Background: an optimization exercise with open tools, aiming at a short achievable clock period and few clock cycles. Do not read the settings as production practice.
The RTL was checked by simulation tests, not by an equivalence proof against the original design.

## flow/design.v (module list and top-level ports; edited modules follow where they fit)
// module pn_sadd: 15 lines
// module pn_sv_bin: 8 lines
// module pn_sv_small: 8 lines
// module pn_alu: 50 lines
// module pn_mul3_rows: 23 lines
// module pn_alu_small: 37 lines
// module pn_bigmul: 1211 lines
// module pn_operand_stack: 54 lines
// module pn_token_buffer: 75 lines
// module pn_evaluator: 225 lines
// module pn_top: 53 lines
module pn_top (
    input  logic             clk,
    input  logic             rst_n,
    input  logic             in_valid,
    input  logic             mode,
    input  logic             operator,
    input  logic [2:0]       in,
    output logic             out_valid,
    output pn_pkg::pn_word_t out
);
  // ...
==> flow/flow/run.sh <==
#!/bin/bash
set -o pipefail
export SETUP_SLACK_MARGIN=${PN_SETUP_MARGIN:-7.6}
bash standard.sh > standard.log 2>&1
==> flow/standard.sh <==
#!/bin/bash
# synth_recipe.tcl (not shown) runs the flow's synth.tcl, then flattens the netlist and writes it again
# the make line also repeats each setting of config.mk as NAME=value (left out here)
make -C /OpenROAD-flow-scripts/flow DESIGN_CONFIG=/design/flow/config.mk WORK_HOME=/design/flow/orfs CLKGATE_MAP_FILE= SYNTH_SCRIPT=/design/flow/synth_recipe.tcl "${@:-finish}"
==> flow/config.mk <==
export PLATFORM = sky130hd
export DESIGN_NAME = pn_top
export DESIGN_NICKNAME = pn_top
export VERILOG_FILES = /design/flow/design.v
export SDC_FILE = /design/flow/constraint.sdc
export NUM_CORES = 4
export LEC_CHECK = 0
export ABC_CLOCK_PERIOD_IN_PS = 1500
export CAP_MARGIN = 20
export CORE_MARGIN = 2
export CORE_UTILIZATION = 40
export SLEW_MARGIN = 20
export TNS_END_PERCENT = 5
==> flow/constraint.sdc <==
create_clock -name core_clock -period 11.0 [get_ports {clk}]
set_input_delay 2.2000 -clock core_clock [delete_from_list [all_inputs] [get_ports {clk}]]
set_output_delay 2.2000 -clock core_clock [all_outputs]
set_load 0.01 [all_outputs]
==> impl_metrics.csv, run 1 <==
group,metric,value,unit
sta,worst_slew_pin_slew,1.154,ns
setup_path,crit_fanout,35,
setup_path,critical_path_class,"flip-flop to flip-flop",
run_status,outcome,"complete, no violations",
logic_synthesis,synth-seq-cells,659,
final_layout,areaGrowthSynthToFinish,17.19,%
setup_path,worstSetupEndpoint,"u_evaluator.n_spec_q[35]",
final_layout,bufAreaShareNonClock,6.955,%
logic_synthesis,synth_warnings,9,
final_layout,reg_top3,"u_evaluator.u_stack.data: 222 flops, u_token_buffer.entries: 64 flops",
setup_path,reg2reg_to,"u_evaluator.n_spec_q[35]",
final_layout,mostFrequentLayoutCells,"nand2_1, nor2_1, a21oi_1",
sta,drv_slew,0,
clock_network,cts_tree,"done",
logic_synthesis,ys_seq_area_share,30.10,%
die,tap_cells,1917,
logic_synthesis,synth.avg_cell_area,8.456,um2
logic_synthesis,synthAdderAreaFrac,14.19,%
sta,finClkSkew,0.04054,ns
setup_path,cp.required,11.37,ns
final_layout,antenna_cells,11,
logic_synthesis,syn_area,58700,um2
final_layout,layout_commonest_cell,"nand2_1",
logic_synthesis,yosys.cell_count.top_type,"nand2_1",
setup_path,crit_top_cell,"buf_4",
setup_path,r2r_start,"u_evaluator.top_op_q[2]",
logic_synthesis,synth_top_area_share,21.74,%
global_routing,grt_use_met2,47.50,%
sta,holdWs,0.3267,ns
place,pre_cts_ws,3.621,ns
sta,fin_crit,5.036,ns
Testbench counts, summed over its fixed seeds: cycles 5,191.
==> module pn_alu, before the edit <==
module pn_alu #(
    parameter int W = pn_pkg::PN_DATA_W,
    parameter int H = pn_pkg::PN_HALF_W
) (
    input  logic [3*H:0] lhs,
    input  logic [3*H:0] rhs,
    input  logic [2:0]   op,
    input  logic [W-1:0] big_s,
    input  logic [W-1:0] big_c,
    output logic [3*H:0] result,
    output logic         need_big
);
    logic [W-1:0] a, b;
    logic [W-1:0] ns_s, ns_c;
    logic [3*H:0] sum, diff, nsum, prod_a, prod_b, prod_big;
    logic [W-1:0] ma_a, ma_b, mb_a, mb_b;
    logic         small_a, small_b, sign;
    pn_sv_bin u_bin_a (.v(lhs), .b(a));
    pn_sv_bin u_bin_b (.v(rhs), .b(b));
    pn_sv_small u_small_a (.v(lhs), .is_small(small_a));
    pn_sv_small u_small_b (.v(rhs), .is_small(small_b));
    pn_sadd u_sum  (.a(a), .b(b), .cin(1'b0), .r(sum));
    pn_sadd u_diff (.a(a), .b(~b), .cin(1'b1), .r(diff));
    assign ns_s = a ^ b ^ {{(W-2){1'b0}}, 2'b10};
    assign ns_c = ((~a) & (~b)) | (((~a) | (~b)) & {{(W-2){1'b0}}, 2'b10});
    pn_sadd u_nsum (.a(ns_s), .b({ns_c[W-2:0], 1'b0}), .cin(1'b0), .r(nsum));
    assign sign = sum[3*H] ? sum[3*H-1] : sum[2*H-1];
    pn_mul3_rows u_rows_a (.big(b), .sm(lhs[2:0]), .ra(ma_a), .rb(ma_b));
    pn_mul3_rows u_rows_b (.big(a), .sm(rhs[2:0]), .ra(mb_a), .rb(mb_b));
    pn_sadd u_prod_a (.a(ma_a), .b(ma_b), .cin(1'b0), .r(prod_a));
    pn_sadd u_prod_b (.a(mb_a), .b(mb_b), .cin(1'b0), .r(prod_b));
    pn_sadd u_prod_big (.a(big_s), .b(big_c), .cin(1'b0), .r(prod_big));
    assign need_big = (op == pn_pkg::OP_MUL) && !small_a && !small_b;
    logic is_sub, is_mul, is_abs, is_add;
    logic sel_mb, sel_ma, sel_mbig;
    assign is_sub   = (op == pn_pkg::OP_SUB);
    assign is_mul   = (op == pn_pkg::OP_MUL);
    assign is_abs   = (op == pn_pkg::OP_ABS_SUM);
    assign is_add   = !is_sub && !is_mul && !is_abs;
    assign sel_mb   = is_mul && small_b;
    assign sel_ma   = is_mul && !small_b && small_a;
    assign sel_mbig = is_mul && !small_b && !small_a;
    assign result = ({(3*H+1){is_add}}            & sum)
                  | ({(3*H+1){is_sub}}            & diff)
                  | ({(3*H+1){sel_mb}}            & prod_b)
                  | ({(3*H+1){sel_ma}}            & prod_a)
                  | ({(3*H+1){sel_mbig}}          & prod_big)
                  | ({(3*H+1){is_abs && !sign}}   & sum)
                  | ({(3*H+1){is_abs &&  sign}}   & nsum);
endmodule
==> module pn_alu_small, before the edit <==
module pn_alu_small #(
    parameter int W = pn_pkg::PN_DATA_W,
    parameter int H = pn_pkg::PN_HALF_W
) (
    input  logic [3*H:0] lhs,
    input  logic [2:0]   op,
    input  logic [2:0]   val,
    output logic [3*H:0] result
);
    localparam int SW = 3 * H + 1;
    logic [W-1:0]    a;
    logic [8*SW-1:0] cands;
    pn_sv_bin u_bin (.v(lhs), .b(a));
    for (genvar v = 0; v < 8; v++) begin : g_val
        localparam logic [W-1:0] VW = v;
        localparam logic [W-1:0] VN = 1 - v;
        logic [W-1:0] ra, rb;
        logic [3*H:0] s, d, ns, m, c;
        logic         sign;
        pn_sadd u_s  (.a(a), .b(VW), .cin(1'b0), .r(s));
        pn_sadd u_d  (.a(a), .b(~VW), .cin(1'b1), .r(d));
        pn_sadd u_ns (.a(~a), .b(VN), .cin(1'b0), .r(ns));
        pn_mul3_rows u_rows (.big(a), .sm(VW[2:0]), .ra(ra), .rb(rb));
        pn_sadd u_m  (.a(ra), .b(rb), .cin(1'b0), .r(m));
        assign sign = s[3*H] ? s[3*H-1] : s[2*H-1];
        always_comb begin
            case (op)
                pn_pkg::OP_SUB:     c = d;
                pn_pkg::OP_MUL:     c = m;
                pn_pkg::OP_ABS_SUM: c = sign ? ns : s;
                default:            c = s;
            endcase
        end
        assign cands[v*SW +: SW] = c;
    end
    assign result = cands[val*SW +: SW];
endmodule
==> module pn_evaluator, before the edit <==
module pn_evaluator (
    input  logic                clk,
    input  logic                rst_n,
    input  logic [3:0]          tok_token,
    input  logic                tok_avail,
    input  logic                tok_last,
    input  logic                tok_frame_active,
    input  logic                tok_frame_closed,
    input  pn_pkg::pn_mode_e    tok_frame_mode,
    output logic                tok_rd_advance,
    output logic                tok_frame_done,
    output logic                out_valid,
    output pn_pkg::pn_word_t    out
);
    logic                casc_q;
    logic [1:0]          mw_q;
    pn_pkg::pn_sv_t      t_q;
    pn_pkg::pn_sv_t      n_q;
    pn_pkg::pn_sv_t      n_spec_q;
    logic [2:0]          top_op_q;
    logic                top_hl_q;
    logic                top_vld_q;
    logic                postfix;
    logic                is_oper;
    logic [2:0]          tok_val;
    pn_pkg::pn_sv_t      tok_data;
    logic [2:0]          alu_op;
    pn_pkg::pn_sv_t      alu_res;
    logic                need_big;
    pn_pkg::pn_data_t    big_s, big_c;
    pn_pkg::pn_sv_t      spec_res;
    pn_pkg::pn_sv_t      red_res;
    logic                stk_push, stk_pop;
    pn_pkg::pn_sv_t      stk_top;
    logic [2:0]          stk_top_op;
    logic                stk_top_hl;
    logic                stk_top_vld;
    logic                step;        
    logic                pf_push;     
    logic                pf_oper;     
    logic                pf_end;      
    logic                px_push;     
    logic                px_left;     
    logic                px_lone;     
    logic                px_reduce;   
    logic                big_use;
    logic                done;
    pn_pkg::pn_sv_t      done_val;
    assign postfix  = (tok_frame_mode == pn_pkg::MODE_POSTFIX);
    assign is_oper  = tok_token[3];
    assign tok_val  = tok_token[2:0];
    assign tok_data = pn_pkg::pn_sv_t'({{(pn_pkg::PN_SV_W-3){1'b0}}, tok_val});
    assign alu_op = postfix ? tok_val : top_op_q;
    pn_alu u_alu (
        .lhs      (n_q),
        .rhs      (t_q),
        .op       (alu_op),
        .big_s    (big_s),
        .big_c    (big_c),
        .result   (alu_res),
        .need_big (need_big)
    );
    pn_pkg::pn_data_t    n_bin, t_bin, done_bin;
    pn_sv_bin u_n_bin (.v(n_q), .b(n_bin));
    pn_sv_bin u_t_bin (.v(t_q), .b(t_bin));
    pn_bigmul u_bigmul (
        .clk (clk),
        .a   (n_bin),
        .b   (t_bin),
        .ps  (big_s),
        .pc  (big_c)
    );
    pn_alu_small u_spec (
        .lhs    (n_spec_q),
        .op     (top_op_q),
        .val    (tok_val),
        .result (spec_res)
    );
    assign red_res = casc_q ? alu_res : spec_res;
    always_comb begin
        pf_push   = 1'b0;
        pf_oper   = 1'b0;
        pf_end    = 1'b0;
        px_push   = 1'b0;
        px_left   = 1'b0;
        px_lone   = 1'b0;
        px_reduce = 1'b0;
        if (postfix) begin
            if (tok_avail) begin
                pf_push = !is_oper;
                pf_oper = is_oper;
            end else begin
                pf_end  = tok_frame_active;
            end
        end else if (casc_q) begin
            px_reduce = 1'b1;
        end else if (tok_avail) begin
            if (is_oper) begin
                px_push = 1'b1;
            end else if (!top_vld_q) begin
                px_lone = 1'b1;
            end else if (!top_hl_q) begin
                px_left = 1'b1;
            end else begin
                px_reduce = 1'b1;
            end
        end
    end
    assign big_use = (pf_oper || (px_reduce && casc_q)) && need_big;
    assign step    = !(big_use && mw_q != 2'd3);
    always_ff @(posedge clk or negedge rst_n) begin
        if (!rst_n) begin
            mw_q <= '0;
        end else if (big_use && mw_q != 2'd3) begin
            mw_q <= mw_q + 2'd1;
        end else begin
            mw_q <= '0;
        end
    end
    assign tok_rd_advance = step && (pf_push || pf_oper || px_push || px_left || px_lone ||
                                     (px_reduce && !casc_q));
    assign stk_push = step && (pf_push || px_push);
    assign stk_pop  = step && (pf_oper || px_reduce);
    pn_operand_stack u_stack (
        .clk       (clk),
        .rst_n     (rst_n),
        .clear     (1'b0),
        .push      (stk_push),
        .pop       (stk_pop),
        .push_data (n_q),
        .push_op   (top_op_q),
        .push_hl   (top_hl_q),
        .push_vld  (top_vld_q),
        .top       (stk_top),
        .top_op    (stk_top_op),
        .top_hl    (stk_top_hl),
        .top_vld   (stk_top_vld)
    );
    always_ff @(posedge clk or negedge rst_n) begin
        if (!rst_n) begin
            casc_q    <= 1'b0;
            top_vld_q <= 1'b0;
        end else if (step) begin
            if (px_push) begin
                top_vld_q <= 1'b1;
            end else if (px_reduce) begin
                top_vld_q <= stk_top_vld;
                casc_q    <= stk_top_vld && stk_top_hl;
            end
        end
    end
    logic             t_en, n_en, n_spec_en;
    logic             t_alu, n_alu;
    pn_pkg::pn_sv_t   t_other, n_other, n_d;
    assign t_en  = step && (pf_push || pf_oper || px_reduce);
    assign t_alu = pf_oper || casc_q;
    assign t_other = pf_push ? tok_data : spec_res;
    assign n_en  = step && (pf_push || pf_oper || px_left || px_reduce);
    assign n_alu = px_reduce && casc_q && !stk_top_hl;
    always_comb begin
        if (pf_push) begin
            n_other = t_q;
        end else if (px_left) begin
            n_other = tok_data;
        end else if (px_reduce && !stk_top_hl) begin
            n_other = spec_res;
        end else begin
            n_other = stk_top;
        end
    end
    assign n_d = n_alu ? alu_res : n_other;
    assign n_spec_en = n_en && !postfix;
    always_ff @(posedge clk) begin
        if (t_en) begin
            t_q <= t_alu ? alu_res : t_other;
        end
        if (n_en) begin
            n_q <= n_d;
        end
        if (n_spec_en) begin
            n_spec_q <= n_d;
        end
        if (step) begin
            if (px_push) begin
                top_op_q <= tok_val;
                top_hl_q <= 1'b0;
            end else if (px_left) begin
                top_hl_q <= 1'b1;
            end else if (px_reduce) begin
                top_op_q <= stk_top_op;
                top_hl_q <= 1'b1;
            end
        end
    end
    logic o_alu, o_spec, o_t, o_x;
    pn_pkg::pn_sv_t   o_other;
    assign o_alu  = step && ((pf_oper && tok_last) || (px_reduce && casc_q && !stk_top_vld));
    assign o_spec = px_reduce && !casc_q && !stk_top_vld;
    assign o_t    = pf_end;
    assign o_x    = (pf_push && tok_last) || px_lone;
    assign done   = o_alu || o_spec || o_t || o_x;
    always_comb begin
        if (o_spec) begin
            o_other = spec_res;
        end else if (o_t) begin
            o_other = t_q;
        end else if (o_x) begin
            o_other = tok_data;
        end else begin
            o_other = '0;
        end
    end
    assign done_val = o_alu ? alu_res : o_other;
    assign tok_frame_done = done;
    pn_sv_bin u_done_bin (.v(done_val), .b(done_bin));
    always_ff @(posedge clk or negedge rst_n) begin
        if (!rst_n) begin
            out_valid <= 1'b0;
            out       <= '0;
        end else begin
            out_valid <= done;
            out       <= pn_pkg::pn_word_t'(done_bin);
        end
    end
endmodule
==> run 2: changes to the inputs <==
--- a/flow/design.v
+++ b/flow/design.v
@@ -60,7 +60,7 @@
 ) (
     input  logic [3*H:0] lhs,
     input  logic [3*H:0] rhs,
-    input  logic [2:0]   op,
+    input  logic [3:0]   op_oh,
     input  logic [W-1:0] big_s,
     input  logic [W-1:0] big_c,
     output logic [3*H:0] result,
@@ -86,13 +86,13 @@
     pn_sadd u_prod_a (.a(ma_a), .b(ma_b), .cin(1'b0), .r(prod_a));
     pn_sadd u_prod_b (.a(mb_a), .b(mb_b), .cin(1'b0), .r(prod_b));
     pn_sadd u_prod_big (.a(big_s), .b(big_c), .cin(1'b0), .r(prod_big));
-    assign need_big = (op == pn_pkg::OP_MUL) && !small_a && !small_b;
     logic is_sub, is_mul, is_abs, is_add;
     logic sel_mb, sel_ma, sel_mbig;
-    assign is_sub   = (op == pn_pkg::OP_SUB);
-    assign is_mul   = (op == pn_pkg::OP_MUL);
-    assign is_abs   = (op == pn_pkg::OP_ABS_SUM);
-    assign is_add   = !is_sub && !is_mul && !is_abs;
+    assign is_add   = op_oh[0];
+    assign is_sub   = op_oh[1];
+    assign is_mul   = op_oh[2];
+    assign is_abs   = op_oh[3];
+    assign need_big = is_mul && !small_a && !small_b;
     assign sel_mb   = is_mul && small_b;
     assign sel_ma   = is_mul && !small_b && small_a;
     assign sel_mbig = is_mul && !small_b && !small_a;
@@ -132,19 +132,20 @@
     parameter int H = pn_pkg::PN_HALF_W
 ) (
     input  logic [3*H:0] lhs,
-    input  logic [2:0]   op,
+    input  logic [3:0]   op_oh,
     input  logic [2:0]   val,
     output logic [3*H:0] result
 );
     localparam int SW = 3 * H + 1;
     logic [W-1:0]    a;
-    logic [8*SW-1:0] cands;
+    logic [8*SW-1:0] c_add, c_sub, c_mul, c_abs;
+    logic [SW-1:0]   r_add, r_sub, r_mul, r_abs;
     pn_sv_bin u_bin (.v(lhs), .b(a));
     for (genvar v = 0; v < 8; v++) begin : g_val
         localparam logic [W-1:0] VW = v;
         localparam logic [W-1:0] VN = 1 - v;
         logic [W-1:0] ra, rb;
-        logic [3*H:0] s, d, ns, m, c;
+        logic [3*H:0] s, d, ns, m;
         logic         sign;
         pn_sadd u_s  (.a(a), .b(VW), .cin(1'b0), .r(s));
         pn_sadd u_d  (.a(a), .b(~VW), .cin(1'b1), .r(d));
@@ -152,17 +153,19 @@
         pn_mul3_rows u_rows (.big(a), .sm(VW[2:0]), .ra(ra), .rb(rb));
         pn_sadd u_m  (.a(ra), .b(rb), .cin(1'b0), .r(m));
         assign sign = s[3*H] ? s[3*H-1] : s[2*H-1];
-        always_comb begin
-            case (op)
-                pn_pkg::OP_SUB:     c = d;
-                pn_pkg::OP_MUL:     c = m;
-                pn_pkg::OP_ABS_SUM: c = sign ? ns : s;
-                default:            c = s;
-            endcase
-        end
-        assign cands[v*SW +: SW] = c;
+        assign c_add[v*SW +: SW] = s;
+        assign c_sub[v*SW +: SW] = d;
+        assign c_mul[v*SW +: SW] = m;
+        assign c_abs[v*SW +: SW] = sign ? ns : s;
     end
-    assign result = cands[val*SW +: SW];
+    assign r_add = c_add[val*SW +: SW];
+    assign r_sub = c_sub[val*SW +: SW];
+    assign r_mul = c_mul[val*SW +: SW];
+    assign r_abs = c_abs[val*SW +: SW];
+    assign result = ({SW{op_oh[0]}} & r_add)
+                  | ({SW{op_oh[1]}} & r_sub)
+                  | ({SW{op_oh[2]}} & r_mul)
+                  | ({SW{op_oh[3]}} & r_abs);
 endmodule
 `timescale 1ns/1ps
 module pn_bigmul (
@@ -1528,13 +1531,13 @@
     pn_pkg::pn_sv_t      n_q;
     pn_pkg::pn_sv_t      n_spec_q;
     logic [2:0]          top_op_q;
+    logic [3:0]          top_oh_q;    
     logic                top_hl_q;
     logic                top_vld_q;
     logic                postfix;
     logic                is_oper;
     logic [2:0]          tok_val;
     pn_pkg::pn_sv_t      tok_data;
-    logic [2:0]          alu_op;
     pn_pkg::pn_sv_t      alu_res;
     logic                need_big;
     pn_pkg::pn_data_t    big_s, big_c;
@@ -1560,11 +1563,18 @@
     assign is_oper  = tok_token[3];
     assign tok_val  = tok_token[2:0];
     assign tok_data = pn_pkg::pn_sv_t'({{(pn_pkg::PN_SV_W-3){1'b0}}, tok_val});
-    assign alu_op = postfix ? tok_val : top_op_q;
+    function automatic logic [3:0] op_onehot(input logic [2:0] code);
+        op_onehot = {code == pn_pkg::OP_ABS_SUM, code == pn_pkg::OP_MUL,
+                     code == pn_pkg::OP_SUB,
+                     code != pn_pkg::OP_ABS_SUM && code != pn_pkg::OP_MUL &&
+                     code != pn_pkg::OP_SUB};
+    endfunction
+    logic [3:0] alu_oh;
+    assign alu_oh = postfix ? op_onehot(tok_val) : top_oh_q;
     pn_alu u_alu (
         .lhs      (n_q),
         .rhs      (t_q),
-        .op       (alu_op),
+        .op_oh    (alu_oh),
         .big_s    (big_s),
         .big_c    (big_c),
         .result   (alu_res),
@@ -1582,7 +1592,7 @@
     );
     pn_alu_small u_spec (
         .lhs    (n_spec_q),
-        .op     (top_op_q),
+        .op_oh  (top_oh_q),
         .val    (tok_val),
         .result (spec_res)
     );
@@ -1693,11 +1703,13 @@
         if (step) begin
             if (px_push) begin
                 top_op_q <= tok_val;
+                top_oh_q <= op_onehot(tok_val);
                 top_hl_q <= 1'b0;
             end else if (px_left) begin
                 top_hl_q <= 1'b1;
             end else if (px_reduce) begin
                 top_op_q <= stk_top_op;
+                top_oh_q <= op_onehot(stk_top_op);
                 top_hl_q <= 1'b1;
             end
         end
==> run 2 against run 1 <==
Still clean on timing, DRC and antenna. Via count fell by 9.4%. Sequential share of layout area rose by 0.79 points. Routed wire length fell by 8.8%. Flip-flop and latch count rose by 4. Non-clock buffer count fell by 2. Synthesized cell count fell by 12%. Maximum frequency rose by 4.7%. Utilization rose by 0.85 points. Critical path type unchanged. Largest cell class unchanged. Highest routed layer unchanged.
==> impl_metrics.csv, run 2 <==
group,metric,value,unit
logic_synthesis,ys.flop_type,"edfxtp_1",
setup_path,cp.required,11.56,ns
die,rows,137,
logic_synthesis,synth_common_cells,"nand2_1, a21oi_1, edfxtp_1",
clock_network,cts_tree,"done",
final_layout,multi_input_area,38530,um2
setup_path,r2r_start,"u_evaluator.n_q[36]",
place,numPortBuffers,40,
setup_path,reg2reg_depth,22,
setup_path,critical_path_class,"flip-flop to flip-flop",
sta,worst_slew_pin_slew,1.157,ns
worst_hold_path,whs_path_depth,0,
sta,fin_crit_sh,43.72,%
final_layout,areaGrowthSynthToFinish,18.97,%
global_routing,track_usage,33.09,%
logic_synthesis,synth-seq-cells,663,
global_routing,grt_max_degree,101,
final_layout,drive_above_1_share,20.64,%
setup_path,arrival,5.37,ns
clock_network,cts.clk_slew.worst_paths,0.06,ns
setup_path,ff2ff_setup_slack,6.19,ns
die,core_area,139900,um2
setup_path,reg2reg_to,"u_evaluator.out[22]",
drt,antenna_left,0,
setup_path,crit_cells,22,
setup_path,slowest_delay,0.44,ns
die,ios,41,
drt,wl_per_cell,30.78,um
place,dp_hpwl,168.9,mm
die,start_util,40.39,%
setup_path,worstSetupEndpoint,"u_evaluator.out[22]",
setup_path,cp_top_family,"compound AO/OA/AOI/OAI gates",
final_layout,area.sequential,17790,um2
global_routing,grt_pass1_vias,50600,
die,dieWidth,379.8,um
drt,dr.pass1.iters,11,
setup_path,start_kind,"flip-flop",
global_routing,grt_pass1_wl,356.9,mm
global_routing,grt_overflow,0,
logic_synthesis,synth_warnings,8,
clock_network,clock_latency,0.72,ns
final_layout,regMostFlops,"u_evaluator.u_stack.data",
sta,finClkSkew,0.05834,ns
drt,via_per_inst,6.573,
sta,setup-tns-final,0,ns
clock_network,htree_num_levels,3,
drt,drc,0,
clock_network,cts-root-buf,"clkbuf_16",
logic_synthesis,yosys.cell_count.top_type,"nand2_1",
logic_synthesis,synth_top_area_cell,"edfxtp_1",
final_layout,fill_cells,13220,
final_layout,largest_reg_flops,222,
logic_synthesis,ys_seq_area_share,31.49,%
logic_synthesis,synth.distinct_cells,106,
sta,rsz0062_at_grt,"yes",
clock_network,clkSinkCount,663,
place,routabilityCongestion,1.072,
worst_hold_path,hold_class,"flip-flop to flip-flop",
setup_path,crit_slowest_cell,"edfxtp_1",
final_layout,layout_commonest_cell,"nand2_1",
sta,drv_slew,0,
global_routing,antenna_found_initial,18,
sta,setup_ws,6.191,ns
setup_path,crit_fanout,7,
logic_synthesis,synth_top_area_share,22.80,%
die,dieArea,144300,um2
run,maxCapViolCount,0,
clock_network,clockBufferDepth,3,
logic_synthesis,async_flop_share,6.787,%
logic_synthesis,synthCells,6077,
logic_synthesis,synth.avg_cell_area,9.297,um2
drt,route.vias.total,53230,
drt,drt_iter0_markers,7803,
place,pre_cts_ws,3.979,ns
place,dp.cells,7675,
final_layout,reg_top3,"u_evaluator.u_stack.data: 222 flops, u_token_buffer.entries: 64 flops",
logic_synthesis,syn_area,56500,um2
logic_synthesis,ys_top_cells_by_area,"edfxtp_1, fa_1, dfxtp_1, ha_1, xnor2_1",
sta,holdWs,0.3156,ns
setup_path,crit_buf_inv,6,
sta,setup_viol,0,
logic_synthesis,syn-num-nets,6610,
final_layout,mostFrequentLayoutCells,"nand2_1, edfxtp_1, a21oi_1",
sta,relSlewSlack,22.78,%
run_status,outcome,"complete, no violations",
sta,fmax,0.2080,GHz
logic_synthesis,synth_edf_count,429,
setup_path,path_cells,"buf_6 -> buf_12 -> mux2i_1 -> buf_4 -> clkinvlp_4 -> buf_6 -> o22ai_2 -> a22oi_2 -> inv_1 -> ha_1 -> fa_1 -> a21o_1 -> a21o_1 -> nand2_1 -> nand2_1 -> a21oi_1 -> xor2_1 -> o22ai_1 -> a211o_1 -> a21oi_2 -> mux2i_1 -> a22o_1",
clock_network,cts_buffers,73,
drt,wirelength,249.3,mm
die,chipHeight,379.8,um
sta,fin_crit,4.809,ns
final_layout,instances_no_fill,8098,
final_layout,layout.nets,6693,
setup_path,critPathLaunch,"u_evaluator.n_q[36]",
setup_path,crit_path_end_kind,"flip-flop",
sta,hold_viol,0,
[run 2: cell types whose count changed after synthesis, moves of 32 or more]
| cell | previous run | this run |
|---|---|---|
| a21oi_1 | 481 | 431 |
| a31oi_1 | 78 | 40 |
| buf_2 | 37 | 72 |
| clkbuf_1 | 420 | 325 |
| mux2_2 | 30 | 231 |
| nand2_1 | 1084 | 470 |
| nor2_1 | 462 | 383 |
| nor3_1 | 134 | 79 |
| o21ai_0 | 418 | 320 |
| o221ai_1 | 105 | 61 |
| o22ai_1 | 130 | 162 |
| xnor2_1 | 416 | 327 |
[run 2: logic make-up (layout without fill, tap and decap cells)]
family / count (synthesis) / in the layout / share of synthesized area, %
AO/OA/AOI/OAI: 1751 / 1753 / 20.52
XOR/XNOR: 450 / 450 / 7.003
adder cells (fa/ha/maj): 525 / 525 / 14.79
buffers and inverters: 754 / 887 / 5.289
flip-flops: 663 / 663 / 31.49
multiplexers: 363 / 364 / 7.497
other: 0 / 7 / 0
AND/OR/NAND/NOR: 1571 / 1573 / 13.41
[run 2: routing by layer]
layer	up-vias	global-route usage, %	wire length, um
met5	-	0	156
met4	18	19.61	19390
met3	1164	11.10	32850
met2	3907	47.90	102100
met1	25810	42.72	94810
li1	22330	-	-
[run 2: repair_timing]
item / in CTS / in global routing
gates cloned: 23 / 5
pin swaps: 86 / 84
hold buffers: 0 / 0
endpoints found under the setup margin: 796 / 784
hold endpoints to repair: 0 / 0
resized for setup: 577 / 189
setup buffers: 203 / 55
[run 2: per-stage QoR]
step                      util, %  area [um2]
after floorplan                 -       56590
after global placement      41.95       58680
after detailed placement    41.95       58680
after CTS                   47.07       65830
after global routing        48.04       67190
final                       48.05       67210
[run 2: how the worst min path moves through the flow]
stage,slack [ns],startpoint,end
floorplan,0.31,u_evaluator.u_bigmul.r1_2,u_evaluator.u_bigmul.pc[1]
global placement,0.31,u_evaluator.u_bigmul.r1_1,u_evaluator.u_bigmul.ps[1]
detailed placement,0.31,u_evaluator.u_bigmul.r1_2,u_evaluator.u_bigmul.pc[1]
CTS,0.32,u_evaluator.u_bigmul.r1_1,u_evaluator.u_bigmul.ps[1]
global route,0.32,u_evaluator.u_bigmul.r1_1,u_evaluator.u_bigmul.ps[1]
finish,0.32,u_evaluator.u_bigmul.r1_1,u_evaluator.u_bigmul.ps[1]
[run 2: cell type report]
cell class / instances / share of cell area (%)
well taps: 1876 / 3.492
clock buffers: 92 / 2.928
clock inverters: 38 / 0.7502
repair buffers: 467 / 7.230
diodes: 7 / 0.02606
multi-input cells: 4665 / 57.32
flip-flops and latches: 663 / 26.48
inverters: 290 / 1.774
Testbench counts of run 2, summed over its fixed seeds: cycles 5,191.
==> run 3: changes to the inputs <==
--- a/flow/config.mk
+++ b/flow/config.mk
@@ -8,6 +8,7 @@
 export ABC_CLOCK_PERIOD_IN_PS = 1500
 export CAP_MARGIN = 20
 export CORE_MARGIN = 2
-export CORE_UTILIZATION = 40
+export CORE_UTILIZATION = 50
+export PLACE_DENSITY = 0.68
 export SLEW_MARGIN = 20
 export TNS_END_PERCENT = 5
==> run 3 against run 2 <==
Worst setup slack improved by 0.031 ns. Die area fell by 20%. Clock skew rose by 0.0018 ns. Routed wire length rose by 4.4%. Global-route usage rose by 10 points. Via count rose by 3.7%. Cell count fell by 2.5%.
==> impl_metrics.csv, run 3 <==
group,metric,value,unit
global_routing,grt_max_degree,89,
sta,rsz0062_at_grt,"yes",
logic_synthesis,ys_seq_area_share,31.49,%
die,chipHeight,340.1,um
final_layout,layout_commonest_cell,"nand2_1",
clock_network,clkSinkCount,663,
final_layout,layout.nets,6864,
sta,hold_viol,0,
logic_synthesis,synth_warnings,8,
sta,fmax,0.2093,GHz
place,routabilityCongestion,1.062,
sta,worst_slew_pin_slew,1.239,ns
place,dp.cells,7311,
sta,finClkSkew,0.06009,ns
run,maxCapViolCount,0,
clock_network,htree_num_levels,3,
drt,wirelength,260.1,mm
logic_synthesis,yosys.cell_count.top_type,"nand2_1",
final_layout,area.sequential,17790,um2
global_routing,grt_overflow,0,
setup_path,arrival,5.21,ns
global_routing,grt_pass1_vias,52500,
drt,antenna_left,0,
final_layout,mostFrequentLayoutCells,"nand2_1, edfxtp_1, buf_4",
setup_path,cp.required,11.44,ns
logic_synthesis,syn_area,56500,um2
final_layout,instances_no_fill,7895,
logic_synthesis,synth.distinct_cells,106,
global_routing,antenna_found_initial,16,
final_layout,multi_input_area,38840,um2
final_layout,final_core_util,61.68,%
logic_synthesis,synth.avg_cell_area,9.297,um2
setup_path,reg2reg_depth,15,
setup_path,crit_path_end_kind,"flip-flop",
clock_network,cts_tree,"done",
worst_hold_path,hold_class,"flip-flop to flip-flop",
logic_synthesis,synth_top_area_share,22.80,%
logic_synthesis,ys.flop_type,"edfxtp_1",
drt,dr.pass1.iters,16,
logic_synthesis,synth-seq-cells,663,
global_routing,track_usage,43.16,%
drt,via_per_inst,6.994,
logic_synthesis,syn-num-nets,6610,
sta,drv_slew,0,
setup_path,reg2reg_to,"u_evaluator.n_q[30]",
die,ios,41,
logic_synthesis,synth_common_cells,"nand2_1, a21oi_1, edfxtp_1",
final_layout,largest_reg_flops,222,
final_layout,areaGrowthSynthToFinish,22.64,%
setup_path,critPathLaunch,"u_evaluator.n_spec_q[10]",
final_layout,fill_cells,9423,
sta,relSlewSlack,17.24,%
clock_network,cts.clk_slew.worst_paths,0.06,ns
drt,route.vias.total,55220,
setup_path,ff2ff_setup_slack,6.22,ns
place,dp_hpwl,165.6,mm
setup_path,crit_fanout,20,
setup_path,worstSetupEndpoint,"u_evaluator.n_q[30]",
setup_path,start_kind,"flip-flop",
logic_synthesis,ys_top_cells_by_area,"edfxtp_1, fa_1, dfxtp_1, ha_1, xnor2_1",
die,start_util,50.29,%
clock_network,clock_latency,0.73,ns
logic_synthesis,synthCells,6077,
die,core_area,112300,um2
final_layout,drive_above_1_share,23.54,%
die,dieWidth,340.1,um
sta,fin_crit_sh,43.43,%
clock_network,cts_buffers,72,
clock_network,hold_buffers,0,
sta,holdWs,0.3241,ns
die,rows,123,
logic_synthesis,synth_edf_count,429,
sta,setup_viol,0,
clock_network,clockBufferDepth,3,
clock_network,cts-root-buf,"clkbuf_16",
die,dieArea,115700,um2
final_layout,regMostFlops,"u_evaluator.u_stack.data",
drt,wl_per_cell,32.95,um
logic_synthesis,synth_top_area_cell,"edfxtp_1",
drt,drc,0,
place,numPortBuffers,40,
sta,fin_crit,4.778,ns
setup_path,critical_path_class,"flip-flop to flip-flop",
setup_path,r2r_start,"u_evaluator.n_spec_q[10]",
drt,drt_iter0_markers,8622,
final_layout,reg_top3,"u_evaluator.u_stack.data: 222 flops, u_token_buffer.entries: 64 flops",
run_status,outcome,"complete, no violations",
global_routing,grt_pass1_wl,366.8,mm
logic_synthesis,async_flop_share,6.787,%
sta,setup-tns-final,0,ns
run 3: cell types whose count changed in the layout (fill, tap and decap cells not counted), moves of 11 or more:
| cell | delta |
|---|---|
| a21oi_1 | -13 |
| a21oi_2 | +12 |
| a221oi_2 | -12 |
| buf_12 | +18 |
| buf_4 | +98 |
| buf_6 | +24 |
| bufbuf_16 | +16 |
| o22ai_2 | +11 |
run 3: worst min path at each step:
stage / end / from / slack, ns / depth (start not counted)
6_report: u_evaluator.u_bigmul.ps[1] / u_evaluator.u_bigmul.r1_1 / 0.32 / 0
5_1_grt: u_evaluator.u_bigmul.ps[1] / u_evaluator.u_bigmul.r1_1 / 0.33 / 0
4_1_cts: u_evaluator.u_bigmul.ps[1] / u_evaluator.u_bigmul.r1_1 / 0.32 / 0
3_5_place_dp: u_evaluator.u_bigmul.pc[2] / u_evaluator.u_bigmul.r1_5 / 0.31 / 0
3_3_place_gp: u_evaluator.u_bigmul.pc[1] / u_evaluator.u_bigmul.r1_2 / 0.31 / 0
2_1_floorplan: u_evaluator.u_bigmul.pc[1] / u_evaluator.u_bigmul.r1_2 / 0.31 / 0
run 3: area by class of cell:
class,count,share of cell area (%)
inverter,290,1.753
multi-input combinational,4666,56.06
sequential,663,25.68
timing repair inverter,1,0.01083
antenna,6,0.02167
timing repair buffer,637,10.23
clock buffer,94,2.806
clock inverter,38,0.7349
tap,1500,2.709
run 3: what timing repair did:
| item | CTS | global route |
|---|---|---|
| gates resized for setup | 679 | 243 |
| setup buffers | 264 | 127 |
| endpoints found under the setup margin | 799 | 784 |
| gates cloned | 45 | 9 |
| pin swaps | 129 | 107 |
run 3: logic make-up after synthesis:
family | Yosys count | synth area share (%)
compound gates | 1751 | 20.52
simple gates | 1571 | 13.41
buf+inv | 754 | 5.289
flops | 663 | 31.49
fa+ha+maj | 525 | 14.79
xor+xnor | 450 | 7.003
mux | 363 | 7.497
run 3: routing by layer:
metal  share of wire (%)  global-route usage (%)  vias up
met5               0.061                       0        -
met4                 9.5                   30.45       22
met3                  14                   15.47     1457
met2                  41                   61.72     4485
met1                  36                   54.09    26580
li1                    -                       -    22680
run 3: worst max-delay path: stages, from the launching register on:
cell and delay [ns]:
edfxtp_1 0.32, buf_4 0.43, clkinv_2 0.62, ha_4 0.43, fa_2 0.42, nand2b_4 0.18
a21oi_4 0.20, o21ai_0 0.10, nand2b_1 0.14, xor2_1 0.11, o2111a_1 0.29, o31ai_2 0.38
o211a_1 0.33, o21ai_0 0.14, a221oi_1 0.30, nor2_1 0.10
run 3: stage by stage:
stage | instance area (um2) | setup WS, ns
finish | 69290 | 6.222
detailed placement | 58300 | 3.934
global placement | 58300 | 4.028
global route | 69280 | 6.234
floorplan | 56590 | 3.984
CTS | 66940 | 6.474
==> module pn_operand_stack, before the edit <==
module pn_operand_stack (
    input  logic             clk,
    input  logic             rst_n,
    input  logic             clear,
    input  logic             push,
    input  logic             pop,
    input  pn_pkg::pn_sv_t push_data,
    input  logic [2:0]       push_op,
    input  logic             push_hl,
    input  logic             push_vld,
    output pn_pkg::pn_sv_t top,
    output logic [2:0]       top_op,
    output logic             top_hl,
    output logic             top_vld
);
    localparam int D = pn_pkg::PN_STACK_DEPTH;
    pn_pkg::pn_sv_t data [D];
    logic [2:0]       op   [D];
    logic             hl   [D];
    logic [D-1:0]     vld;
    always_ff @(posedge clk) begin
        if (push) begin
            data[0] <= push_data;
            op[0]   <= push_op;
            hl[0]   <= push_hl;
            for (int i = 1; i < D; i++) begin
                data[i] <= data[i-1];
                op[i]   <= op[i-1];
                hl[i]   <= hl[i-1];
            end
        end else if (pop) begin
            for (int i = 0; i < D - 1; i++) begin
                data[i] <= data[i+1];
                op[i]   <= op[i+1];
                hl[i]   <= hl[i+1];
            end
        end
    end
    always_ff @(posedge clk or negedge rst_n) begin
        if (!rst_n) begin
            vld <= '0;
        end else if (clear) begin
            vld <= '0;
        end else if (push) begin
            vld <= {vld[D-2:0], push_vld};
        end else if (pop) begin
            vld <= {1'b0, vld[D-1:1]};
        end
    end
    assign top     = data[0];
    assign top_op  = op[0];
    assign top_hl  = hl[0];
    assign top_vld = vld[0];
endmodule
==> run 4: changes to the inputs <==
--- a/flow/design.v
+++ b/flow/design.v
@@ -6,9 +6,6 @@
     localparam int PN_DATA_W      = 24;
     localparam int PN_WORD_W      = 32;
     typedef logic signed [PN_DATA_W-1:0] pn_data_t;
-    localparam int PN_HALF_W      = PN_DATA_W / 2;
-    localparam int PN_SV_W        = 3 * PN_HALF_W + 1;
-    typedef logic [PN_SV_W-1:0] pn_sv_t;
     typedef logic signed [PN_WORD_W-1:0] pn_word_t;
     typedef logic [PN_TOKEN_IDX_W-1:0] pn_tok_idx_t;
     typedef enum logic [2:0] {
@@ -23,69 +20,34 @@
     } pn_mode_e;
 endpackage
 `timescale 1ns/1ps
-module pn_sadd #(
-    parameter int H = pn_pkg::PN_HALF_W
-) (
-    input  logic [2*H-1:0] a,
-    input  logic [2*H-1:0] b,
-    input  logic           cin,
-    output logic [3*H:0]   r
-);
-    logic [H+1:0] lo;
-    logic [H:0]   h0, h1;
-    assign lo = {1'b0, a[H-1:0], 1'b1} + {1'b0, b[H-1:0], cin};
-    assign h0 = {a[2*H-1:H], 1'b0} + {b[2*H-1:H], 1'b0};
-    assign h1 = {a[2*H-1:H], 1'b1} + {b[2*H-1:H], 1'b1};
-    assign r  = {lo[H+1], h1[H:1], h0[H:1], lo[H:1]};
-endmodule
-module pn_sv_bin #(
-    parameter int H = pn_pkg::PN_HALF_W
-) (
-    input  logic [3*H:0]   v,
-    output logic [2*H-1:0] b
-);
-    assign b = {v[3*H] ? v[3*H-1:2*H] : v[2*H-1:H], v[H-1:0]};
-endmodule
-module pn_sv_small #(
-    parameter int H = pn_pkg::PN_HALF_W
-) (
-    input  logic [3*H:0] v,
-    output logic         is_small
-);
-    assign is_small = (v[H-1:3] == '0) && (v[3*H] ? (v[3*H-1:2*H] == '0) : (v[2*H-1:H] == '0));
-endmodule
 module pn_alu #(
-    parameter int W = pn_pkg::PN_DATA_W,
-    parameter int H = pn_pkg::PN_HALF_W
+    parameter int W = pn_pkg::PN_DATA_W
 ) (
-    input  logic [3*H:0] lhs,
-    input  logic [3*H:0] rhs,
-    input  logic [3:0]   op_oh,
-    input  logic [W-1:0] big_s,
-    input  logic [W-1:0] big_c,
-    output logic [3*H:0] result,
-    output logic         need_big
+    input  pn_pkg::pn_data_t lhs,
+    input  pn_pkg::pn_data_t rhs,
+    input  logic [3:0]       op_oh,
+    input  logic [W-1:0]      big_s,
+    input  logic [W-1:0]      big_c,
+    output pn_pkg::pn_data_t result,
+    output logic             need_big
 );
     logic [W-1:0] a, b;
+    logic [W-1:0] sum, diff, nsum;
     logic [W-1:0] ns_s, ns_c;
-    logic [3*H:0] sum, diff, nsum, prod_a, prod_b, prod_big;
-    logic [W-1:0] ma_a, ma_b, mb_a, mb_b;
-    logic         small_a, small_b, sign;
-    pn_sv_bin u_bin_a (.v(lhs), .b(a));
-    pn_sv_bin u_bin_b (.v(rhs), .b(b));
-    pn_sv_small u_small_a (.v(lhs), .is_small(small_a));
-    pn_sv_small u_small_b (.v(rhs), .is_small(small_b));
-    pn_sadd u_sum  (.a(a), .b(b), .cin(1'b0), .r(sum));
-    pn_sadd u_diff (.a(a), .b(~b), .cin(1'b1), .r(diff));
+    logic        small_a, small_b;
+    logic [W-1:0] prod_a, prod_b, prod_big;
+    assign a = lhs;
+    assign b = rhs;
+    assign sum  = a + b;
+    assign diff = a - b;
     assign ns_s = a ^ b ^ {{(W-2){1'b0}}, 2'b10};
     assign ns_c = ((~a) & (~b)) | (((~a) | (~b)) & {{(W-2){1'b0}}, 2'b10});
-    pn_sadd u_nsum (.a(ns_s), .b({ns_c[W-2:0], 1'b0}), .cin(1'b0), .r(nsum));
-    assign sign = sum[3*H] ? sum[3*H-1] : sum[2*H-1];
-    pn_mul3_rows u_rows_a (.big(b), .sm(lhs[2:0]), .ra(ma_a), .rb(ma_b));
-    pn_mul3_rows u_rows_b (.big(a), .sm(rhs[2:0]), .ra(mb_a), .rb(mb_b));
-    pn_sadd u_prod_a (.a(ma_a), .b(ma_b), .cin(1'b0), .r(prod_a));
-    pn_sadd u_prod_b (.a(mb_a), .b(mb_b), .cin(1'b0), .r(prod_b));
-    pn_sadd u_prod_big (.a(big_s), .b(big_c), .cin(1'b0), .r(prod_big));
+    assign nsum = ns_s + {ns_c[W-2:0], 1'b0};
+    assign small_a = (a[W-1:3] == '0);
+    assign small_b = (b[W-1:3] == '0);
+    pn_mul3 u_mul_a (.big(b), .sm(a[2:0]), .prod(prod_a));
+    pn_mul3 u_mul_b (.big(a), .sm(b[2:0]), .prod(prod_b));
+    assign prod_big = big_s + big_c;
     logic is_sub, is_mul, is_abs, is_add;
     logic sel_mb, sel_ma, sel_mbig;
     assign is_add   = op_oh[0];
@@ -96,25 +58,25 @@
     assign sel_mb   = is_mul && small_b;
     assign sel_ma   = is_mul && !small_b && small_a;
     assign sel_mbig = is_mul && !small_b && !small_a;
-    assign result = ({(3*H+1){is_add}}            & sum)
-                  | ({(3*H+1){is_sub}}            & diff)
-                  | ({(3*H+1){sel_mb}}            & prod_b)
-                  | ({(3*H+1){sel_ma}}            & prod_a)
-                  | ({(3*H+1){sel_mbig}}          & prod_big)
-                  | ({(3*H+1){is_abs && !sign}}   & sum)
-                  | ({(3*H+1){is_abs &&  sign}}   & nsum);
+    assign result = ({W{is_add}}                & sum)
+                  | ({W{is_sub}}                & diff)
+                  | ({W{sel_mb}}                & prod_b)
+                  | ({W{sel_ma}}                & prod_a)
+                  | ({W{sel_mbig}}              & prod_big)
+                  | ({W{is_abs && !sum[W-1]}}    & sum)
+                  | ({W{is_abs &&  sum[W-1]}}    & nsum);
 endmodule
-module pn_mul3_rows #(
+module pn_mul3 #(
     parameter int W = pn_pkg::PN_DATA_W
 ) (
     input  logic [W-1:0] big,
-    input  logic [2:0]   sm,
-    output logic [W-1:0] ra,
-    output logic [W-1:0] rb
+    input  logic [2:0]  sm,
+    output logic [W-1:0] prod
 );
+    logic [W-1:0] ra, rb;
     always_comb begin
-        ra = '0;
-        rb = '0;
+        ra  = '0;
+        rb  = '0;
         case (sm)
             3'd1: ra = big;
             3'd2: ra = {big[W-2:0], 1'b0};
@@ -126,46 +88,41 @@
             default: ;
         endcase
     end
+    assign prod = ra + rb;
 endmodule
 module pn_alu_small #(
-    parameter int W = pn_pkg::PN_DATA_W,
-    parameter int H = pn_pkg::PN_HALF_W
+    parameter int W = pn_pkg::PN_DATA_W
 ) (
-    input  logic [3*H:0] lhs,
-    input  logic [3:0]   op_oh,
-    input  logic [2:0]   val,
-    output logic [3*H:0] result
+    input  pn_pkg::pn_data_t lhs,
+    input  logic [3:0]       op_oh,
+    input  logic [2:0]       val,
+    output pn_pkg::pn_data_t result
 );
-    localparam int SW = 3 * H + 1;
-    logic [W-1:0]    a;
-    logic [8*SW-1:0] c_add, c_sub, c_mul, c_abs;
-    logic [SW-1:0]   r_add, r_sub, r_mul, r_abs;
-    pn_sv_bin u_bin (.v(lhs), .b(a));
+    logic [W-1:0]   a;
+    logic [8*W-1:0] c_add, c_sub, c_mul, c_abs;
+    logic [W-1:0]   r_add, r_sub, r_mul, r_abs;
+    assign a = lhs;
     for (genvar v = 0; v < 8; v++) begin : g_val
         localparam logic [W-1:0] VW = v;
         localparam logic [W-1:0] VN = 1 - v;
-        logic [W-1:0] ra, rb;
-        logic [3*H:0] s, d, ns, m;
-        logic         sign;
-        pn_sadd u_s  (.a(a), .b(VW), .cin(1'b0), .r(s));
-        pn_sadd u_d  (.a(a), .b(~VW), .cin(1'b1), .r(d));
-        pn_sadd u_ns (.a(~a), .b(VN), .cin(1'b0), .r(ns));
-        pn_mul3_rows u_rows (.big(a), .sm(VW[2:0]), .ra(ra), .rb(rb));
-        pn_sadd u_m  (.a(ra), .b(rb), .cin(1'b0), .r(m));
-        assign sign = s[3*H] ? s[3*H-1] : s[2*H-1];
-        assign c_add[v*SW +: SW] = s;
-        assign c_sub[v*SW +: SW] = d;
-        assign c_mul[v*SW +: SW] = m;
-        assign c_abs[v*SW +: SW] = sign ? ns : s;
+        logic [W-1:0] ra, rb, s, d, ns, m;
+        assign s  = a + VW;
+        assign d  = a - VW;
+        assign ns = (~a) + VN;
+        pn_mul3 u_mul (.big(a), .sm(VW[2:0]), .prod(m));
+        assign c_add[v*W +: W] = s;
+        assign c_sub[v*W +: W] = d;
+        assign c_mul[v*W +: W] = m;
+        assign c_abs[v*W +: W] = s[W-1] ? ns : s;
     end
-    assign r_add = c_add[val*SW +: SW];
-    assign r_sub = c_sub[val*SW +: SW];
-    assign r_mul = c_mul[val*SW +: SW];
-    assign r_abs = c_abs[val*SW +: SW];
-    assign result = ({SW{op_oh[0]}} & r_add)
-                  | ({SW{op_oh[1]}} & r_sub)
-                  | ({SW{op_oh[2]}} & r_mul)
-                  | ({SW{op_oh[3]}} & r_abs);
+    assign r_add = c_add[val*W +: W];
+    assign r_sub = c_sub[val*W +: W];
+    assign r_mul = c_mul[val*W +: W];
+    assign r_abs = c_abs[val*W +: W];
+    assign result = ({W{op_oh[0]}} & r_add)
+                  | ({W{op_oh[1]}} & r_sub)
+                  | ({W{op_oh[2]}} & r_mul)
+                  | ({W{op_oh[3]}} & r_abs);
 endmodule
 `timescale 1ns/1ps
 module pn_bigmul (
@@ -1386,17 +1343,17 @@
     input  logic             clear,
     input  logic             push,
     input  logic             pop,
-    input  pn_pkg::pn_sv_t push_data,
+    input  pn_pkg::pn_data_t push_data,
     input  logic [2:0]       push_op,
     input  logic             push_hl,
     input  logic             push_vld,
-    output pn_pkg::pn_sv_t top,
+    output pn_pkg::pn_data_t top,
     output logic [2:0]       top_op,
     output logic             top_hl,
     output logic             top_vld
 );
     localparam int D = pn_pkg::PN_STACK_DEPTH;
-    pn_pkg::pn_sv_t data [D];
+    pn_pkg::pn_data_t data [D];
     logic [2:0]       op   [D];
     logic             hl   [D];
     logic [D-1:0]     vld;
@@ -1527,9 +1484,9 @@
 );
     logic                casc_q;
     logic [1:0]          mw_q;
-    pn_pkg::pn_sv_t      t_q;
-    pn_pkg::pn_sv_t      n_q;
-    pn_pkg::pn_sv_t      n_spec_q;
+    pn_pkg::pn_data_t    t_q;
+    pn_pkg::pn_data_t    n_q;
+    pn_pkg::pn_data_t    n_spec_q;
     logic [2:0]          top_op_q;
     logic [3:0]          top_oh_q;    
     logic                top_hl_q;
@@ -1537,14 +1494,14 @@
     logic                postfix;
     logic                is_oper;
     logic [2:0]          tok_val;
-    pn_pkg::pn_sv_t      tok_data;
-    pn_pkg::pn_sv_t      alu_res;
+    pn_pkg::pn_data_t    tok_data;
+    pn_pkg::pn_data_t    alu_res;
     logic                need_big;
     pn_pkg::pn_data_t    big_s, big_c;
-    pn_pkg::pn_sv_t      spec_res;
-    pn_pkg::pn_sv_t      red_res;
+    pn_pkg::pn_data_t    spec_res;
+    pn_pkg::pn_data_t    red_res;
     logic                stk_push, stk_pop;
-    pn_pkg::pn_sv_t      stk_top;
+    pn_pkg::pn_data_t    stk_top;
     logic [2:0]          stk_top_op;
     logic                stk_top_hl;
     logic                stk_top_vld;
@@ -1558,11 +1515,11 @@
     logic                px_reduce;   
     logic                big_use;
     logic                done;
-    pn_pkg::pn_sv_t      done_val;
+    pn_pkg::pn_data_t    done_val;
     assign postfix  = (tok_frame_mode == pn_pkg::MODE_POSTFIX);
     assign is_oper  = tok_token[3];
     assign tok_val  = tok_token[2:0];
-    assign tok_data = pn_pkg::pn_sv_t'({{(pn_pkg::PN_SV_W-3){1'b0}}, tok_val});
+    assign tok_data = pn_pkg::pn_data_t'({{(pn_pkg::PN_DATA_W-3){1'b0}}, tok_val});
     function automatic logic [3:0] op_onehot(input logic [2:0] code);
         op_onehot = {code == pn_pkg::OP_ABS_SUM, code == pn_pkg::OP_MUL,
                      code == pn_pkg::OP_SUB,
@@ -1580,13 +1537,10 @@
         .result   (alu_res),
         .need_big (need_big)
     );
-    pn_pkg::pn_data_t    n_bin, t_bin, done_bin;
-    pn_sv_bin u_n_bin (.v(n_q), .b(n_bin));
-    pn_sv_bin u_t_bin (.v(t_q), .b(t_bin));
     pn_bigmul u_bigmul (
         .clk (clk),
-        .a   (n_bin),
-        .b   (t_bin),
+        .a   (n_q),
+        .b   (t_q),
         .ps  (big_s),
         .pc  (big_c)
     );
@@ -1671,7 +1625,7 @@
     end
     logic             t_en, n_en, n_spec_en;
     logic             t_alu, n_alu;
-    pn_pkg::pn_sv_t   t_other, n_other, n_d;
+    pn_pkg::pn_data_t t_other, n_other, n_d;
     assign t_en  = step && (pf_push || pf_oper || px_reduce);
     assign t_alu = pf_oper || casc_q;
     assign t_other = pf_push ? tok_data : spec_res;
@@ -1715,7 +1669,7 @@
         end
     end
     logic o_alu, o_spec, o_t, o_x;
-    pn_pkg::pn_sv_t   o_other;
+    pn_pkg::pn_data_t o_other;
     assign o_alu  = step && ((pf_oper && tok_last) || (px_reduce && casc_q && !stk_top_vld));
     assign o_spec = px_reduce && !casc_q && !stk_top_vld;
     assign o_t    = pf_end;
@@ -1734,14 +1688,13 @@
     end
     assign done_val = o_alu ? alu_res : o_other;
     assign tok_frame_done = done;
-    pn_sv_bin u_done_bin (.v(done_val), .b(done_bin));
     always_ff @(posedge clk or negedge rst_n) begin
         if (!rst_n) begin
             out_valid <= 1'b0;
             out       <= '0;
         end else begin
             out_valid <= done;
-            out       <= pn_pkg::pn_word_t'(done_bin);
+            out       <= pn_pkg::pn_word_t'(done_val);
         end
     end
 endmodule
--- a/flow/config.mk
+++ b/flow/config.mk
@@ -8,7 +8,6 @@
 export ABC_CLOCK_PERIOD_IN_PS = 1500
 export CAP_MARGIN = 20
 export CORE_MARGIN = 2
-export CORE_UTILIZATION = 50
-export PLACE_DENSITY = 0.68
+export CORE_UTILIZATION = 40
 export SLEW_MARGIN = 20
 export TNS_END_PERCENT = 5
==> run 4 against run 3 <==
Sequential share of layout area is 1.2 points lower. First-iteration DRC count is 6.8% lower. Worst setup slack better by 0.21 ns. Design area is 16% lower. Still clean on timing, DRC and antenna. Synthesized cell count is 4.9% lower. Maximum frequency is 4.5% higher.
==> impl_metrics.csv, run 4 <==
group,metric,value,unit
setup_path,crit_top_cell,"a21oi_1",
final_layout,layout_commonest_cell,"nand2_1",
clock_network,cts_buffers,61,
clock_network,clockBufferDepth,3,
drt,wirelength,214.8,mm
die,dieWidth,355.1,um
setup_path,crit_path_end_kind,"flip-flop",
setup_path,crit_fanout,17,
global_routing,grt_use_met2,44.46,%
logic_synthesis,syn-num-nets,6286,
run,maxCapViolCount,0,
setup_path,crit_buf_inv,1,
logic_synthesis,synth-seq-cells,546,
die,rows,128,
clock_network,htree_num_levels,2,
logic_synthesis,synth_common_cells,"nand2_1, a21oi_1, o21ai_0",
clock_network,cts_tree,"done",
place,dp.cells,7152,
drt,dr.pass1.iters,9,
worst_hold_path,whs_path_depth,0,
logic_synthesis,synth_warnings,8,
global_routing,grt_max_degree,108,
logic_synthesis,syn_area,49310,um2
setup_path,critPathLaunch,"u_evaluator.n_spec_q[6]",
sta,setup-tns-final,0,ns
logic_synthesis,synthCells,5781,
global_routing,globalRouteMet1Util,45.46,%
drt,route.vias.total,49070,
final_layout,drive_above_1_share,14.49,%
setup_path,crit_slowest_cell,"ha_1",
final_layout,areaGrowthSynthToFinish,18.23,%
drt,drt_iter0_markers,8036,
place,numPortBuffers,40,
setup_path,path_cells,"buf_4 -> ha_1 -> and4_2 -> nand2_1 -> a21oi_1 -> a21oi_1 -> mux2i_1 -> xnor2_1 -> a21oi_1 -> a211oi_1 -> o221a_2 -> o21a_1 -> a21oi_1",
logic_synthesis,synth_top_area_cell,"edfxtp_1",
die,core_area,122000,um2
sta,hold_viol,0,
setup_path,critical_path_class,"flip-flop to flip-flop",
setup_path,slowest_delay,0.67,ns
worst_hold_path,hold_class,"flip-flop to flip-flop",
setup_path,arrival,5.07,ns
drt,drc,0,
clock_network,cts-root-buf,"clkbuf_16",
die,start_util,40.40,%
sta,setup_ws,6.429,ns
setup_path,cp.required,11.50,ns
final_layout,fill_cells,11640,
clock_network,cts.clk_slew.worst_paths,0.06,ns
global_routing,use_met3,12.97,%
sta,drv_slew,0,
final_layout,mostFrequentLayoutCells,"nand2_1, a21oi_1, nor2_1",
global_routing,grt_overflow,0,
drt,wl_per_cell,28.54,um
drt,antenna_left,0,
sta,rsz0062_at_grt,"yes",
logic_synthesis,async_flop_share,8.242,%
setup_path,ff2ff_setup_slack,6.43,ns
global_routing,grt_pass1_wl,310.5,mm
setup_path,reg2reg_to,"u_evaluator.n_q[18]",
place,pre_cts_ws,3.916,ns
clock_network,clock_latency,0.71,ns
logic_synthesis,ys_top_cells_by_area,"edfxtp_1, fa_1, dfxtp_1, ha_1, nand2_1",
final_layout,final_core_util,47.77,%
place,routabilityCongestion,1.015,
logic_synthesis,ys.flop_type,"edfxtp_1",
clock_network,clkSinkCount,546,
logic_synthesis,ys_seq_area_share,28.96,%
final_layout,instances_no_fill,7525,
die,chipHeight,355.1,um
logic_synthesis,synth_edf_count,312,
sta,holdWs,0.3268,ns
sta,fin_crit,4.571,ns
run_status,outcome,"complete, no violations",
setup_path,worstSetupEndpoint,"u_evaluator.n_q[18]",
logic_synthesis,yosys.cell_count.top_type,"nand2_1",
sta,worst_slew_pin_slew,1.096,ns
global_routing,track_usage,32.78,%
sta,fin_crit_sh,41.55,%
global_routing,antenna_found_initial,13,
final_layout,regMostFlops,"u_evaluator.u_stack.data",
drt,via_per_inst,6.521,
setup_path,reg2reg_depth,13,
logic_synthesis,synth.distinct_cells,107,
die,dieArea,126100,um2
sta,fmax,0.2188,GHz
sta,setup_viol,0,
die,ios,41,
setup_path,cp_top_family,"compound AO/OA/AOI/OAI gates",
sta,relSlewSlack,26.16,%
final_layout,reg_top3,"u_evaluator.u_stack.data: 144 flops, u_token_buffer.entries: 64 flops",
sta,finClkSkew,0.05143,ns
logic_synthesis,synth.avg_cell_area,8.529,um2
global_routing,busiest_layer,"met1",
final_layout,largest_reg_flops,144,
logic_synthesis,synth_top_area_share,19.00,%
setup_path,r2r_start,"u_evaluator.n_spec_q[6]",
place,dp_hpwl,142.8,mm
setup_path,crit_cells,13,
final_layout,layout.nets,6349,
setup_path,start_kind,"flip-flop",
global_routing,grt_pass1_vias,45910,
[run 4: timing repair]
item                                    in CTS  in global routing
buffers inserted                           151                 67
pin swaps                                   52                 57
endpoints found under the setup margin     584                572
resized for setup                          405                154
gates cloned                                33                  3
hold buffers                                 0                  0
[run 4: final cells by class]
type | count | area (um2) | area share [%]
antenna | 5 | 12.51 | 0.02146
multi-input combinational | 4549 | 34190 | 58.65
sequential | 546 | 14280 | 24.50
clock inverter | 34 | 414.1 | 0.7104
clock buffer | 80 | 1682 | 2.885
tap | 1625 | 2033 | 3.488
timing repair buffer | 417 | 4598 | 7.887
timing repair inverter | 2 | 16.27 | 0.02790
inverter | 267 | 1071 | 1.837
[run 4: how the worst min path moves through the flow]
stage	startpoint	end
floorplan	u_evaluator.u_bigmul.r1_2	u_evaluator.u_bigmul.pc[1]
global placement	u_evaluator.u_bigmul.r1_5	u_evaluator.u_bigmul.pc[2]
detailed placement	u_evaluator.u_bigmul.r1_1	u_evaluator.u_bigmul.ps[1]
CTS	u_evaluator.u_bigmul.r1_1	u_evaluator.u_bigmul.ps[1]
global route	u_evaluator.u_bigmul.r1_1	u_evaluator.u_bigmul.ps[1]
finish	u_evaluator.u_bigmul.r1_1	u_evaluator.u_bigmul.ps[1]
[run 4: routing by layer]
metal / wire (um) / part of all wire [%]
met1: 84630 / 39
met2: 83640 / 39
met4: 12180 / 5.7
met3: 34260 / 16
met5: 65 / 0.030
[run 4: kinds of logic (layout without fill, tap and decap cells)]
group           Yosys count  in the layout  share of synthesized area (%)
compound gates         1593           1594                          21.37
mux                     124            126                          3.180
flops                   546            546                          28.96
xor+xnor                359            359                          6.392
simple gates           1971           1973                          18.57
buf+inv                 691            800                          5.603
other cells               0              5                              0
fa+ha+maj               497            497                          15.93
[run 4: through the flow]
step	area (um2)
floorplan	49400
global placement	51130
detailed placement	51140
CTS	56940
global route	58290
finish	58300
Testbench counts of run 4, summed over its fixed seeds: cycles 5,191.

[re-timing with driven ports]
How much do the figures lean on ideal ports? The routed layouts below were timed once more, with nothing changed but the port constraints. Step 1, drivers: a clkbuf_16 drives clk and a buf_2 each remaining input, both assumed. Step 2 adds t to the input delays and takes it off the output delays; t is the mean of the earliest and latest rising clock arrival at the registers after step 1. Input paths then give back, and output paths get back, about the clock's delay inside the block. Slacks: ideal ports / drivers / drivers and shift; pairs: ideal ports / drivers.
run | t (ns) | setup slack, ns | hold slack, ns
run 1 | 0.762 | 5.964 / 5.964 / 5.662 | 0.327 / 0.327 / 0.327
run 2 | 0.767 | 6.191 / 6.191 / 5.495 | 0.316 / 0.316 / 0.316
run 3 | 0.780 | 6.222 / 6.222 / 5.488 | 0.324 / 0.324 / 0.324
run 4 | 0.755 | 6.429 / 6.429 / 5.729 | 0.327 / 0.327 / 0.327
After both steps setup and hold are still met in every run listed. The setup slack of run 3, which loses most, moves by 0.000 ns with the drivers and by -0.734 ns with both steps.
